Context: an optimization exercise on an open-source flow, tuned for small area and a short achievable clock period. The choices shown serve that exercise and are no tape-out recipe. Only simulation tests tie the RTL to the original design; equivalence was not proved.

Setup of old:
==> flow/design.v <==
package pn_pkg;
    localparam int TOK_DEPTH = 12;               
    localparam logic [1:0] MODE_PREFIX  = 2'd2;
    localparam logic [1:0] MODE_POSTFIX = 2'd3;
    localparam logic [2:0] OP_ADD     = 3'd0;
    localparam logic [2:0] OP_SUB     = 3'd1;
    localparam logic [2:0] OP_MUL     = 3'd2;
    localparam logic [2:0] OP_ABS_SUM = 3'd3;
endpackage
`timescale 1ns/10ps
module pn_token_buffer (
    input  logic       clk,
    input  logic       in_valid,
    input  logic       operator,
    input  logic [2:0] in,
    output logic [2:0] val,          
    output logic       is_op,        
    output logic       op_sub,       
    output logic       op_mul,       
    output logic       op_abs,       
    output logic       op_sum        
);
    logic [3:0] ent [pn_pkg::TOK_DEPTH];
    logic [3:0] nxt;                 
    assign nxt = in_valid ? {operator, in} : ent[1];
    always_ff @(posedge clk) begin
        for (int i = 0; i < pn_pkg::TOK_DEPTH; i++) begin
            if (in_valid)
                ent[i] <= (i == 0) ? {operator, in} : ent[(i == 0) ? 0 : i - 1];
            else
                ent[i] <= (i == pn_pkg::TOK_DEPTH - 1) ? ent[i] : ent[(i == pn_pkg::TOK_DEPTH - 1) ? i : i + 1];
        end
        op_sub <= nxt[3] && nxt[2:0] == pn_pkg::OP_SUB;
        op_mul <= nxt[3] && nxt[2:0] == pn_pkg::OP_MUL;
        op_abs <= nxt[3] && nxt[2:0] == pn_pkg::OP_ABS_SUM;
        op_sum <= nxt[3] && !nxt[2] && nxt[1:0] != 2'd2;
    end
    assign val   = ent[0][2:0];
    assign is_op = ent[0][3];
endmodule
`timescale 1ns/10ps
module pn_stack_eval (
    input  logic        clk,
    input  logic        rst_n,
    input  logic        start,       
    input  logic        ev,          
    input  logic        fin,         
    input  logic [2:0]  val,         
    input  logic        is_op,
    input  logic        op_sub,
    input  logic        op_mul,
    input  logic        op_abs,
    input  logic        op_sum,
    input  logic        prefix,      
    output logic [17:0] result       
);
    logic [2:0]  depth;              
    logic        topx;               
    logic [17:0] x;
    logic [9:0]  y;
    logic [9:0]  ysel;               
    logic [9:0]  ynew;
    logic [1:0]  xk;                 
    logic [1:0]  yk;                 
    logic [15:0] ram0;               
    logic [9:0]  ram1;               
    logic [6:0]  ram2;               
    logic [2:0]  ram3;               
    logic [1:0]  k0;                 
    logic [1:0]  k1;                 
    logic        k2;                 
    logic        sel_x;              
    logic        sel_y;
    logic        sel_r;
    logic [17:0] ys;
    logic        neg;
    logic [17:0] sum;
    logic [17:0] prd;
    logic [17:0] mag;
    logic [17:0] xnew;
    logic        x_mul, x_sum, x_blw, x_ys, x_hold;
    logic        y_mul, y_sum, y_blw, y_hold;
    logic [2:0]  ksum;
    logic [1:0]  rk;                 
    logic        rbig;               
    logic [17:0] below;              
    logic [1:0]  bk;
    logic [17:0] nos;                
    logic [1:0]  nk;
    logic        push;
    logic        pop;
    logic [2:0]  nd;
    logic        ntopx;
    assign ys = {{8{y[9]}}, y};
    function automatic logic [9:0] booth_sel(input logic [9:0] b);
        logic [10:0] bb;
        bb = {b, 1'b0};
        for (int i = 0; i < 5; i++) begin
            booth_sel[i]     = bb[2*i+1] ^ bb[2*i];
            booth_sel[5 + i] = (bb[2*i+2] & !bb[2*i+1] & !bb[2*i]) | (!bb[2*i+2] & bb[2*i+1] & bb[2*i]);
        end
    endfunction
    function automatic logic [17:0] booth_mul(input logic [17:0] a, input logic [9:0] b,
                                              input logic [9:0] sel);
        logic [17:0] acc;
        logic [17:0] row;
        logic [18:0] a2;
        logic        ng;
        a2  = {a, 1'b0};
        acc = '0;
        for (int i = 0; i < 5; i++) begin
            ng  = b[2*i+1];
            row = '0;
            for (int j = 0; j < 18; j++)
                row[j] = ((sel[i] & a[j]) | (sel[5 + i] & a2[j])) ^ ng;
            acc = acc + (row << (2*i)) + ({17'd0, ng} << (2*i));
        end
        booth_mul = acc;
    endfunction
    always_comb begin
        sum = x + {{8{y[9] ^ op_sub}}, y ^ {10{op_sub}}} + {17'd0, op_sub};
        neg = op_sub ? (topx ^ prefix) : (op_abs && sum[17]);
        mag = neg ? -sum : sum;
        prd = booth_mul(x, y, ysel);
        ksum = {1'b0, xk} + {1'b0, yk} + 3'd1;
        rk   = ksum[2] ? 2'd3 : ksum[1:0];
        rbig = ksum >= 3'd3;
        case (depth)
            3'd3:    begin below = {{2{ram0[15]}}, ram0}; bk = k0; end
            3'd4:    begin below = {{8{ram1[9]}}, ram1};  bk = k1; end
            3'd5:    begin below = {{11{ram2[6]}}, ram2}; bk = {1'b0, k2}; end
            default: begin below = {15'd0, ram3};         bk = 2'd0; end
        endcase
        nos = topx ? ys : x;
        nk  = topx ? yk : xk;
        push  = ev && depth != 3'd7 && !is_op;
        pop   = ev && depth != 3'd7 && is_op && depth >= 3'd2;
        nd    = depth;
        ntopx = topx;
        if (start) begin
            nd = '0;
        end else if (push) begin
            nd    = depth + 1'b1;
            ntopx = 1'b0;
        end else if (pop) begin
            nd    = depth - 1'b1;
            ntopx = rbig;
        end
    end
    always_comb begin
        x_mul  = pop && rbig && op_mul;
        x_sum  = pop && rbig && op_sum;
        x_blw  = pop && !rbig;
        x_ys   = push && !topx;
        x_hold = !pop && !x_ys;
        y_mul  = pop && !rbig && op_mul;
        y_sum  = pop && !rbig && op_sum;
        y_blw  = pop && rbig;
        y_hold = !pop && !push;
        xnew = ({18{x_mul}} & prd) | ({18{x_sum}} & mag) | ({18{x_blw}} & below) |
               ({18{x_ys}} & ys) | ({18{x_hold}} & x);
        ynew = ({10{y_mul}} & prd[9:0]) | ({10{y_sum}} & mag[9:0]) | ({10{y_blw}} & below[9:0]) |
               ({10{push}} & {7'd0, val}) | ({10{y_hold}} & y);
    end
    always_ff @(posedge clk) begin
        depth <= nd;
        topx  <= ntopx;
        x     <= xnew;
        y     <= ynew;
        ysel  <= booth_sel(ynew);
        if (push) begin
            xk <= topx ? xk : yk;
            yk <= 2'd0;
            case (depth)
                3'd2: begin ram0 <= nos[15:0]; k0 <= nk; end
                3'd3: begin ram1 <= nos[9:0];  k1 <= nk; end
                3'd4: begin ram2 <= nos[6:0];  k2 <= nk != 2'd0; end
                3'd5:       ram3 <= nos[2:0];
                default: ;
            endcase
        end else if (pop) begin
            xk <= rbig ? rk : bk;
            yk <= rbig ? bk : rk;
        end
    end
    always_ff @(posedge clk or negedge rst_n) begin
        if (!rst_n) begin
            sel_x <= 1'b0;
            sel_y <= 1'b0;
            sel_r <= 1'b0;
        end else begin
            sel_x <= fin && ((nd == 3'd1 && ntopx) || (nd == 3'd2 && !ntopx));
            sel_y <= fin && ((nd == 3'd1 && !ntopx) || (nd == 3'd2 && ntopx));
            sel_r <= fin && nd >= 3'd3;
        end
    end
    assign result = ({18{sel_x}} & x) | ({18{sel_y}} & ys) | ({18{sel_r}} & {{2{ram0[15]}}, ram0});
endmodule
`timescale 1ns/10ps
module pn_top (
    input  logic        clk,
    input  logic        rst_n,
    input  logic        in_valid,
    input  logic [1:0]  mode,
    input  logic        operator,
    input  logic [2:0]  in,
    output logic        out_valid,
    output logic [31:0] out
);
    logic        recv;           
    logic [3:0]  cnt;
    logic        acc;            
    logic        prefix;
    logic        res_q;          
    logic [2:0]  val;
    logic        is_op;
    logic        op_sub;
    logic        op_mul;
    logic        op_abs;
    logic        op_sum;
    logic [17:0] result;
    logic        start;
    logic        drain;
    logic        ev;
    logic        fin;
    assign start = in_valid && !recv;
    assign drain = recv ? !in_valid : (cnt != 4'd0);
    assign ev    = acc && (recv ? (!prefix || !in_valid) : (prefix && cnt != 4'd0));
    assign fin   = acc && drain && (cnt == 4'd1);
    always_ff @(posedge clk or negedge rst_n) begin
        if (!rst_n) begin
            recv  <= 1'b0;
            cnt   <= '0;
            res_q <= 1'b0;
        end else begin
            res_q <= fin;
            if (start) begin
                recv <= 1'b1;
                cnt  <= 4'd1;
            end else if (recv && in_valid) begin
                cnt  <= cnt + 1'b1;
            end else if (drain) begin
                recv <= 1'b0;
                cnt  <= acc ? cnt - 1'b1 : 4'd0;
            end
        end
    end
    always_ff @(posedge clk) begin
        if (start) begin
            acc    <= mode[1];
            prefix <= !mode[0];
        end
    end
    pn_token_buffer i_token_buffer (
        .clk      (clk),
        .in_valid (in_valid),
        .operator (operator),
        .in       (in),
        .val      (val),
        .is_op    (is_op),
        .op_sub   (op_sub),
        .op_mul   (op_mul),
        .op_abs   (op_abs),
        .op_sum   (op_sum)
    );
    pn_stack_eval i_stack_eval (
        .clk    (clk),
        .rst_n  (rst_n),
        .start  (start),
        .ev     (ev),
        .fin    (fin),
        .val    (val),
        .is_op  (is_op),
        .op_sub (op_sub),
        .op_mul (op_mul),
        .op_abs (op_abs),
        .op_sum (op_sum),
        .prefix (prefix),
        .result (result)
    );
    assign out_valid = res_q;
    assign out       = {{14{result[17]}}, result};
endmodule
export LEC_CHECK = 0
export CAP_MARGIN = 20
export CORE_MARGIN = 2
export CORE_UTILIZATION = 40
export CTS_BUF_LIST = sky130_fd_sc_hd__clkbuf_8
export CTS_CLUSTER_DIAMETER = 50
export CTS_CLUSTER_SIZE = 20
export SLEW_MARGIN = 20
create_clock -name core_clock -period 11.0 [get_ports {clk}]
standard.sh (not shown) runs the stock make flow with config.mk's settings and CLKGATE_MAP_FILE= SYNTH_SCRIPT=/design/flow/synth_recipe.tcl, a recipe that flattens the netlist after the stock synthesis.
==> flow/flow/run.sh <==
#!/bin/bash
set -e
export BUFFER_PORTS_ARGS="-buffer_cell sky130_fd_sc_hd__buf_1"
export SETUP_SLACK_MARGIN=7
bash standard.sh > standard.log 2>&1
old finished end to end and its layout was clean on timing, DRC and antenna.
Edits applied to the flow inputs when going from old to new:
-- flow/design.v --
<<< old, line 78
    logic [17:0] prd;
    logic [17:0] mag;
    logic [17:0] xnew;
    logic        x_mul, x_sum, x_blw, x_ys, x_hold;
    logic        y_mul, y_sum, y_blw, y_hold;
    logic [2:0]  ksum;
    logic [1:0]  rk;                 
>>> new, line 78
    logic [17:0] prd;
    logic [17:0] mag;
    logic [17:0] res;
    logic [2:0]  ksum;
    logic [1:0]  rk;                 
<<< old, line 123
        mag = neg ? -sum : sum;
        prd = booth_mul(x, y, ysel);
        ksum = {1'b0, xk} + {1'b0, yk} + 3'd1;
        rk   = ksum[2] ? 2'd3 : ksum[1:0];
>>> new, line 121
        mag = neg ? -sum : sum;
        prd = booth_mul(x, y, ysel);
        res = ({18{op_mul}} & prd) | ({18{op_sum}} & mag);
        ksum = {1'b0, xk} + {1'b0, yk} + 3'd1;
        rk   = ksum[2] ? 2'd3 : ksum[1:0];
<<< old, line 134
        nos = topx ? ys : x;
        nk  = topx ? yk : xk;
        push  = ev && depth != 3'd7 && !is_op;
        pop   = ev && depth != 3'd7 && is_op && depth >= 3'd2;
>>> new, line 133
        nos = topx ? ys : x;
        nk  = topx ? yk : xk;
        ynew  = !is_op ? {7'd0, val} : rbig ? below[9:0] : res[9:0];
        push  = ev && depth != 3'd7 && !is_op;
        pop   = ev && depth != 3'd7 && is_op && depth >= 3'd2;
<<< old, line 148
        end
    end
    always_comb begin
        x_mul  = pop && rbig && op_mul;
        x_sum  = pop && rbig && op_sum;
        x_blw  = pop && !rbig;
        x_ys   = push && !topx;
        x_hold = !pop && !x_ys;
        y_mul  = pop && !rbig && op_mul;
        y_sum  = pop && !rbig && op_sum;
        y_blw  = pop && rbig;
        y_hold = !pop && !push;
        xnew = ({18{x_mul}} & prd) | ({18{x_sum}} & mag) | ({18{x_blw}} & below) |
               ({18{x_ys}} & ys) | ({18{x_hold}} & x);
        ynew = ({10{y_mul}} & prd[9:0]) | ({10{y_sum}} & mag[9:0]) | ({10{y_blw}} & below[9:0]) |
               ({10{push}} & {7'd0, val}) | ({10{y_hold}} & y);
    end
    always_ff @(posedge clk) begin
        depth <= nd;
        topx  <= ntopx;
        x     <= xnew;
        y     <= ynew;
        ysel  <= booth_sel(ynew);
        if (push) begin
            xk <= topx ? xk : yk;
            yk <= 2'd0;
            case (depth)
>>> new, line 148
        end
    end
    always_ff @(posedge clk) begin
        depth <= nd;
        topx  <= ntopx;
        if (push) begin
            x  <= topx ? x : ys;
            xk <= topx ? xk : yk;
            y  <= ynew;
            ysel <= booth_sel(ynew);
            yk <= 2'd0;
            case (depth)
<<< old, line 180
            endcase
        end else if (pop) begin
            xk <= rbig ? rk : bk;
            yk <= rbig ? bk : rk;
        end
    end
>>> new, line 165
            endcase
        end else if (pop) begin
            if (rbig) begin
                x  <= res;
                xk <= rk;
                y  <= ynew;
                ysel <= booth_sel(ynew);
                yk <= bk;
            end else begin
                x  <= below;
                xk <= bk;
                y  <= ynew;
                ysel <= booth_sel(ynew);
                yk <= rk;
            end
        end
    end
Findings:
When the final numbers for old and new were put side by side, the critical path depth turned out to be greater in new.
Changes observed in new relative to old: number of sequential cells flat, detailed placer's ending HPWL up 470 um, core utilization up 3.8 points.
For new, the start point of the critical path was i_stack_eval.x[3]$_DFFE_PP_, unlike old, where it was i_stack_eval.x[1]$_DFF_P_.
Between old and new, the cell count went up.
Summary: with old as the reference, filler cell count in the final layout in new moved up slightly.
Of old and new, the higher shortest period the worst path allows belongs to new.

afterwards: timing with drivers on the ports:
The flow's constraints put no driver on any port. The routed layouts listed below were extracted and timed again, unchanged, in two steps.
Step 1, drivers: a clkbuf_16 drives clk and a buf_2 each remaining input, both assumed.
Step 2 moves the port delays by t, midway between the first and last clock arrival at a register: inputs arrive t later, outputs are due t later. That takes back most of the time a late clock gives input paths.
a / b / c = no drivers / after step 1 / after step 2; a / b = the first two.
run | t (ns) | setup WS [ns] | pins driven straight from the clock port
old | 0.496 | 6.840 / 6.840 / 6.587 | 1
new | 0.503 | 6.303 / 6.303 / 6.303 | 1
After both steps setup and hold are still met in every run listed. The setup slack of old, which loses most, moves by 0.000 ns with the drivers and by -0.253 ns with both steps.
